Background: an optimization exercise with open tools, aiming at small area and few clock cycles per item. Do not read the settings as production practice.
The RTL was checked by simulation tests, not by an equivalence proof against the original design.

## before
Design fp_mul_pipe, start of the top module:
module fp_mul_pipe #(
   parameter int EXP_W = 8,
   parameter int MAN_W = 23
) (
   input  logic                     clk,
   input  logic                     rst,
   input  logic                     in_valid,
   output logic                     in_ready,
   input  logic [EXP_W+MAN_W:0]     in_a,
   input  logic [EXP_W+MAN_W:0]     in_b,
   output logic                     out_valid,
   input  logic                     out_ready,
   output logic [EXP_W+MAN_W:0]     out_z,
   output logic [3:0]               out_flags
);
For scale: about 39 flip-flops, ~15000 sq um of cells after synthesis.
clock: 8.5 ns
lec_check: 0
abc_area: 1
cap_margin: 20
core_margin: 2
core_utilization: 40
slew_margin: 20
synth_hierarchical: 1
standard.sh (not shown) runs the stock make flow with config.mk's settings and CLKGATE_MAP_FILE= SYNTH_SCRIPT=/design/flow/synth_recipe.tcl, a recipe that flattens the netlist after the stock synthesis.
==> flow/flow/run.sh <==
#!/bin/bash
# The standard layout, with plain buf_1 cells as the port buffers.
set -euo pipefail
bash standard.sh "BUFFER_PORTS_ARGS=-buffer_cell sky130_fd_sc_hd__buf_1" finish > standard_flow.log 2>&1
before: full flow OK, the timing, design-rule and antenna checks passed
Testbench counts of before, summed over its fixed seeds: cycles 12,008, items 12,000.
Relative to before, the following input files were edited for after:
--- a/flow/design.v
+++ b/flow/design.v
@@ -21,25 +21,22 @@
    logic adv;
    logic [EXP_W-1:0] ea, eb;
    logic [MAN_W-1:0] fa, fb;
    logic a_nan, b_nan, a_inf, b_inf, a_zero, b_zero, any_nan, any_inf, any_zero, snan, sgn, spec;
    logic [47:0] px, py;
    logic [23:0] za, zb;
    logic nz22;
    logic [25:0] u;
    logic ov;
    logic [25:0] r_p;
    logic r_st, r_sgn, r_spec, r_qnan, r_inf, r_inv;
-   assign r_qnan = r_p[25];
-   assign r_inf = r_p[24];
-   assign r_inv = r_p[23];
    logic [EXP_W:0] r_e;
    logic p47, guard, sticky, rnd, cy, ovf, unf;
    logic [24:0] mm;
    logic [MAN_W-1:0] frac_r;
    logic [EW2-1:0] exp_f;
    assign adv = !ov || out_ready;
    assign in_ready = adv;
    assign out_valid = ov;
    assign ea = in_a[W-2:MAN_W];
    assign eb = in_b[W-2:MAN_W];
    assign fa = in_a[MAN_W-1:0];
@@ -2125,27 +2122,30 @@
       end
       nz22 = 1'b0;
       for (int i = 0; i <= 22; i++) nz22 = nz22 | (za[i] & zb[22-i]);
    end
    always_ff @(posedge clk) begin
       if (rst) begin
          ov <= 1'b0;
       end else if (adv) begin
          ov <= in_valid;
       end
       if (adv) begin
-         r_p <= spec ? {any_nan || (any_inf && any_zero), any_inf, any_nan ? snan : (any_inf && any_zero), u[22:0]} : u;
+         r_p <= u;
          r_st <= !nz22;
          r_e <= (EXP_W+1)'(ea) + (EXP_W+1)'(eb);
          r_sgn <= sgn;
          r_spec <= spec;
+         r_qnan <= any_nan || (any_inf && any_zero);
+         r_inf <= any_inf;
+         r_inv <= any_nan ? snan : (any_inf && any_zero);
       end
    end
    assign p47 = r_p[25];
    assign mm = p47 ? r_p[25:1] : r_p[24:0];
    assign guard = mm[0];
    assign sticky = r_st || (p47 && r_p[0]);
    assign rnd = guard && (sticky || mm[1]);
    assign {cy, frac_r} = {1'b0, mm[23:1]} + 24'(rnd);
    assign exp_f = EW2'(r_e) - EW2'(BIAS) + EW2'(p47) + EW2'(cy);
    assign ovf = !exp_f[EW2-1] && (exp_f[EW2-2:0] >= (EW2-1)'(EMAX));
    assign unf = exp_f[EW2-1] || (exp_f == '0);
| final area | higher: after |
before reports its destination of the critical timing path as r_p[25] while after reports r_p[24].
Summary of the comparison: post-layout worst setup margin is higher in after, relative to before.
Number of distinct library cell variants in the gate-level netlist after synthesis, after and before: larger value in after
before → after: global-route wire length before repair has increased; routed wire length has increased; number of global-route vias before repair has increased.
Testbench counts of after, summed over its fixed seeds: cycles 12,008, items 12,000.

--- another note on this design; it stands on its own ---

// fp_mul_pipe
module fp_mul_pipe #(
   parameter int EXP_W = 8,
   parameter int MAN_W = 23
) (
   input  logic                     clk,
   input  logic                     rst,
   input  logic                     in_valid,
   output logic                     in_ready,
   input  logic [EXP_W+MAN_W:0]     in_a,
   input  logic [EXP_W+MAN_W:0]     in_b,
   output logic                     out_valid,
   input  logic                     out_ready,
   output logic [EXP_W+MAN_W:0]     out_z,
   output logic [3:0]               out_flags
);
For scale: about 39 flip-flops.
clock: 8.5 ns
lec_check: 0
abc_area: 1
cap_margin: 20
core_margin: 2
core_utilization: 35
cts_buf_list: sky130_fd_sc_hd__clkbuf_8
place_density: 0.75
slew_margin: 20
synth_hierarchical: 1
standard.sh (not shown) runs the stock make flow with config.mk's settings and CLKGATE_MAP_FILE= SYNTH_SCRIPT=/design/flow/synth_recipe.tcl, a recipe that flattens the netlist after the stock synthesis.
==> flow/flow/run.sh <==
#!/bin/bash
set -euo pipefail
here=$(pwd)
{
  head -n 1 synth_recipe.tcl
  cat <<EOF
proc abc {args} {
  set i [lsearch -exact \$args -script]
  if { \$i >= 0 } { lset args [expr { \$i + 1 }] {$here/flow/abc.script} }
  yosys abc {*}\$args
}
EOF
  tail -n +2 synth_recipe.tcl
} > own_synth.tcl
bash standard.sh "SYNTH_SCRIPT=$here/own_synth.tcl" "BUFFER_PORTS_ARGS=-buffer_cell sky130_fd_sc_hd__buf_1" finish > standard_flow.log 2>&1
==> flow/flow/abc.script <==
strash
dch
map
topo
Testbench counts at the start, summed over its fixed seeds: cycles 12,008, items 12,000.
Edit:
- CORE_UTILIZATION: 35 -> 45
- PLACE_DENSITY: 0.75 -> default
- critical path depth came out lower by 2
- synthesized cell count is unchanged
- via count is lower by 2.2%
- worst setup slack is worse by 0.066 ns
Edit:
==> flow/flow/run.sh (replaced) <==
#!/bin/bash
# The standard layout, with plain buf_1 cells as the port buffers.
set -euo pipefail
bash standard.sh "BUFFER_PORTS_ARGS=-buffer_cell sky130_fd_sc_hd__buf_1" finish > standard_flow.log 2>&1
- CAP_MARGIN: 20 -> 0
- CORE_UTILIZATION: 45 -> 40
- CTS_BUF_LIST: sky130_fd_sc_hd__clkbuf_8 -> default
- SLEW_MARGIN: 20 -> 0
removed: flow/flow/abc.script
Routed wire length hardly moves.
Core utilization shrinks by 7.2 points.
Hold slack degrades by 0.024 ns.
Maximum frequency goes up by about 6%.
Non-clock buffer count came out lower by 12.
Cell area increases by 1.8%.
Sequential cell count stays the same.
Cell count rose by 7.2%.
Sequential share of layout area falls by 0.12 points.
Edit:
==> flow/flow/run.sh (replaced) <==
#!/bin/bash
set -euo pipefail
here=$(pwd)
{
  head -n 1 synth_recipe.tcl
  cat <<EOF
proc abc {args} {
  set i [lsearch -exact \$args -script]
  if { \$i >= 0 } { lset args [expr { \$i + 1 }] {$here/flow/abc.script} }
  yosys abc {*}\$args
}
EOF
  tail -n +2 synth_recipe.tcl
} > own_synth.tcl
bash standard.sh "SYNTH_SCRIPT=$here/own_synth.tcl" "BUFFER_PORTS_ARGS=-buffer_cell sky130_fd_sc_hd__buf_1" finish > standard_flow.log 2>&1
==> flow/flow/abc.script (new file) <==
strash
dc2
dch
map
topo
- CAP_MARGIN: 0 -> 20
- CORE_UTILIZATION: 40 -> 35
- CTS_BUF_LIST: default -> sky130_fd_sc_hd__clkbuf_8
- SLEW_MARGIN: 0 -> 20
Effect:
- worst setup slack loses 0.34 ns
- wire length goes up by a few percent
- core utilization goes down by 2.6 points
- sequential cell count is unchanged
- via count goes up slightly
Edit:
==> flow/flow/abc.script (replaced) <==
strash
dch
map
topo
Via count is about the same.
Setup slack is worse by 0.067 ns.
Routed wire length goes down by a few percent.
Global-route usage goes down by 1.8 points.
Clock skew goes down by 0.012 ns.
Fmax goes down slightly.
Non-clock buffer count goes down by 44.
Sequential share of layout area goes up by 0.13 points.
Worst hold slack is better by 0.013 ns.

--- another note on this design; it stands on its own ---

== before ==
==> flow/design.v (excerpt) <==
module fp_mul_pipe #(
   parameter int EXP_W = 8,
   parameter int MAN_W = 23
) (
   input  logic                     clk,
   input  logic                     rst,
   input  logic                     in_valid,
   output logic                     in_ready,
   input  logic [EXP_W+MAN_W:0]     in_a,
   input  logic [EXP_W+MAN_W:0]     in_b,
   output logic                     out_valid,
   input  logic                     out_ready,
   output logic [EXP_W+MAN_W:0]     out_z,
   output logic [3:0]               out_flags
);
   localparam int W    = 1 + EXP_W + MAN_W;
   localparam int BIAS = 2 ** (EXP_W - 1) - 1;
   localparam int EMAX = 2 ** EXP_W - 1;
   localparam int EW2  = EXP_W + 2;
   localparam logic [W-1:0] QNAN = {1'b0, {EXP_W{1'b1}}, 1'b1, {(MAN_W-1){1'b0}}};
   logic adv;
   logic [EXP_W-1:0] ea, eb;
   logic [MAN_W-1:0] fa, fb;
   logic a_nan, b_nan, a_inf, b_inf, a_zero, b_zero, any_nan, any_inf, any_zero, snan, sgn, spec;
   logic [47:0] px, py;
   logic [23:0] za, zb;
   logic nz22;
   logic [25:0] u;
   logic ov;
   logic [25:0] r_p;
  ...
Size in the first run: roughly 39 flip-flops, about 110 I/O pins, about 15000 sq um of cells after synthesis.
==> flow/config.mk <==
export PLATFORM = sky130hd
export DESIGN_NAME = fp_mul_pipe
export DESIGN_NICKNAME = fp_mul_pipe
export VERILOG_FILES = /design/flow/design.v
export SDC_FILE = /design/flow/constraint.sdc
export NUM_CORES = 4
export LEC_CHECK = 0
export ABC_AREA = 1
export CAP_MARGIN = 20
export CORE_MARGIN = 2
export CORE_UTILIZATION = 35
export SLEW_MARGIN = 20
export SYNTH_HIERARCHICAL = 1
==> flow/constraint.sdc <==
create_clock -name core_clock -period 8.5 [get_ports {clk}]
set_input_delay 1.7000 -clock core_clock [delete_from_list [all_inputs] [get_ports {clk}]]
set_output_delay 1.7000 -clock core_clock [all_outputs]
set_load 0.01 [all_outputs]
standard.sh (not shown) runs the stock make flow with config.mk's settings and CLKGATE_MAP_FILE= SYNTH_SCRIPT=/design/flow/synth_recipe.tcl, a recipe that flattens the netlist after the stock synthesis.
==> flow/flow/run.sh <==
#!/bin/bash
# The standard layout, with plain buf_1 cells as the port buffers.
set -euo pipefail
bash standard.sh "BUFFER_PORTS_ARGS=-buffer_cell sky130_fd_sc_hd__buf_1" finish > standard_flow.log 2>&1
Testbench counts of before, summed over its fixed seeds: cycles 12,008, items 12,000.
Setup changes, before to after
# before
export LEC_CHECK = 0
export ABC_AREA = 1
export CAP_MARGIN = 20
export CORE_MARGIN = 2
export CORE_UTILIZATION = 35
export SLEW_MARGIN = 20
export SYNTH_HIERARCHICAL = 1
create_clock -name core_clock -period 8.5 [get_ports {clk}]
# after
export LEC_CHECK = 0
export ABC_AREA = 1
export CAP_MARGIN = 20
export CORE_ASPECT_RATIO = 0.6
export CORE_MARGIN = 2
export CORE_UTILIZATION = 35
export CTS_BUF_LIST = sky130_fd_sc_hd__clkbuf_8
export SLEW_MARGIN = 20
export SYNTH_HIERARCHICAL = 1
create_clock -name core_clock -period 8.5 [get_ports {clk}]
==> flow/flow/run.sh <==
#!/bin/bash
set -euo pipefail
here=$(pwd)
{
  head -n 1 synth_recipe.tcl
  cat <<EOF
proc abc {args} {
  set i [lsearch -exact \$args -script]
  if { \$i >= 0 } { lset args [expr { \$i + 1 }] {$here/flow/abc.script} }
  yosys abc {*}\$args
}
EOF
  tail -n +2 synth_recipe.tcl
} > own_synth.tcl
bash standard.sh "SYNTH_SCRIPT=$here/own_synth.tcl" "BUFFER_PORTS_ARGS=-buffer_cell sky130_fd_sc_hd__buf_1" finish > standard_flow.log 2>&1
==> flow/flow/abc.script (new file) <==
strash
dch
map
topo
Notes after the runs:
- From before to after the numbers moved as follows: total iterations of the first detailed-routing run saw little to no change; critical path depth saw a decrease; maximum clock frequency fell 2.1%; via count of the first global-routing pass up about 2.7%.
- after vs before — number of nets in the layout climbed slightly
- Post-layout utilization of the core was lower in the run labelled before.

==> separate check: timing with driven ports <==
No port has a modelled driver above. Below, the same layouts with a new extraction and two added sets of constraints. Step 1 assumes that a clkbuf_16 drives the clock port and a buf_2 every other input. Step 2, shift: input delay + t, output delay - t, t = (earliest + latest rising clock arrival at the registers) / 2. This alone moves slack from input paths to output paths. a / b / c = ideal / step 1 / step 2; a / b = the first two.
run | t (ns) | setup WS [ns] | latest minus earliest clock arrival (ns) | slew at the worst register clock pin (ns) | cell pins on the clock port's net
before of note 1 | 0.317 | 0.598 / 0.612 / 0.296 | 0.007 / 0.007 | 0.06 / 0.06 | 1
after of note 1 | 0.324 | 0.702 / 0.713 / 0.389 | 0.012 / 0.012 | 0.07 / 0.07 | 1
the first run of note 2 | 0.327 | 0.407 / 0.411 / 0.085 | 0.007 / 0.007 | 0.08 / 0.08 | 1
the second run of note 2 | 0.325 | 0.341 / 0.351 / 0.026 | 0.011 / 0.010 | 0.08 / 0.08 | 1
the third run of note 2 | 0.317 | 0.812 / 0.825 / 0.512 | 0.003 / 0.003 | 0.06 / 0.06 | 1
the fourth run of note 2 | 0.333 | 0.471 / 0.437 / 0.104 | 0.020 / 0.020 | 0.09 / 0.09 | 1
the fifth run of note 2 | 0.327 | 0.404 / 0.339 / 0.013 | 0.006 / 0.007 | 0.08 / 0.08 | 1
before of note 3 | 0.309 | 0.586 / 0.588 / 0.279 | 0.009 / 0.009 | 0.06 / 0.06 | 1
after of note 3 | 0.338 | 0.414 / 0.398 / 0.084 | 0.012 / 0.011 | 0.08 / 0.08 | 1
After both steps setup and hold are still met in every run listed. The setup slack of the fifth run of note 2, which loses most, moves by -0.065 ns with the drivers and by -0.391 ns with both steps.
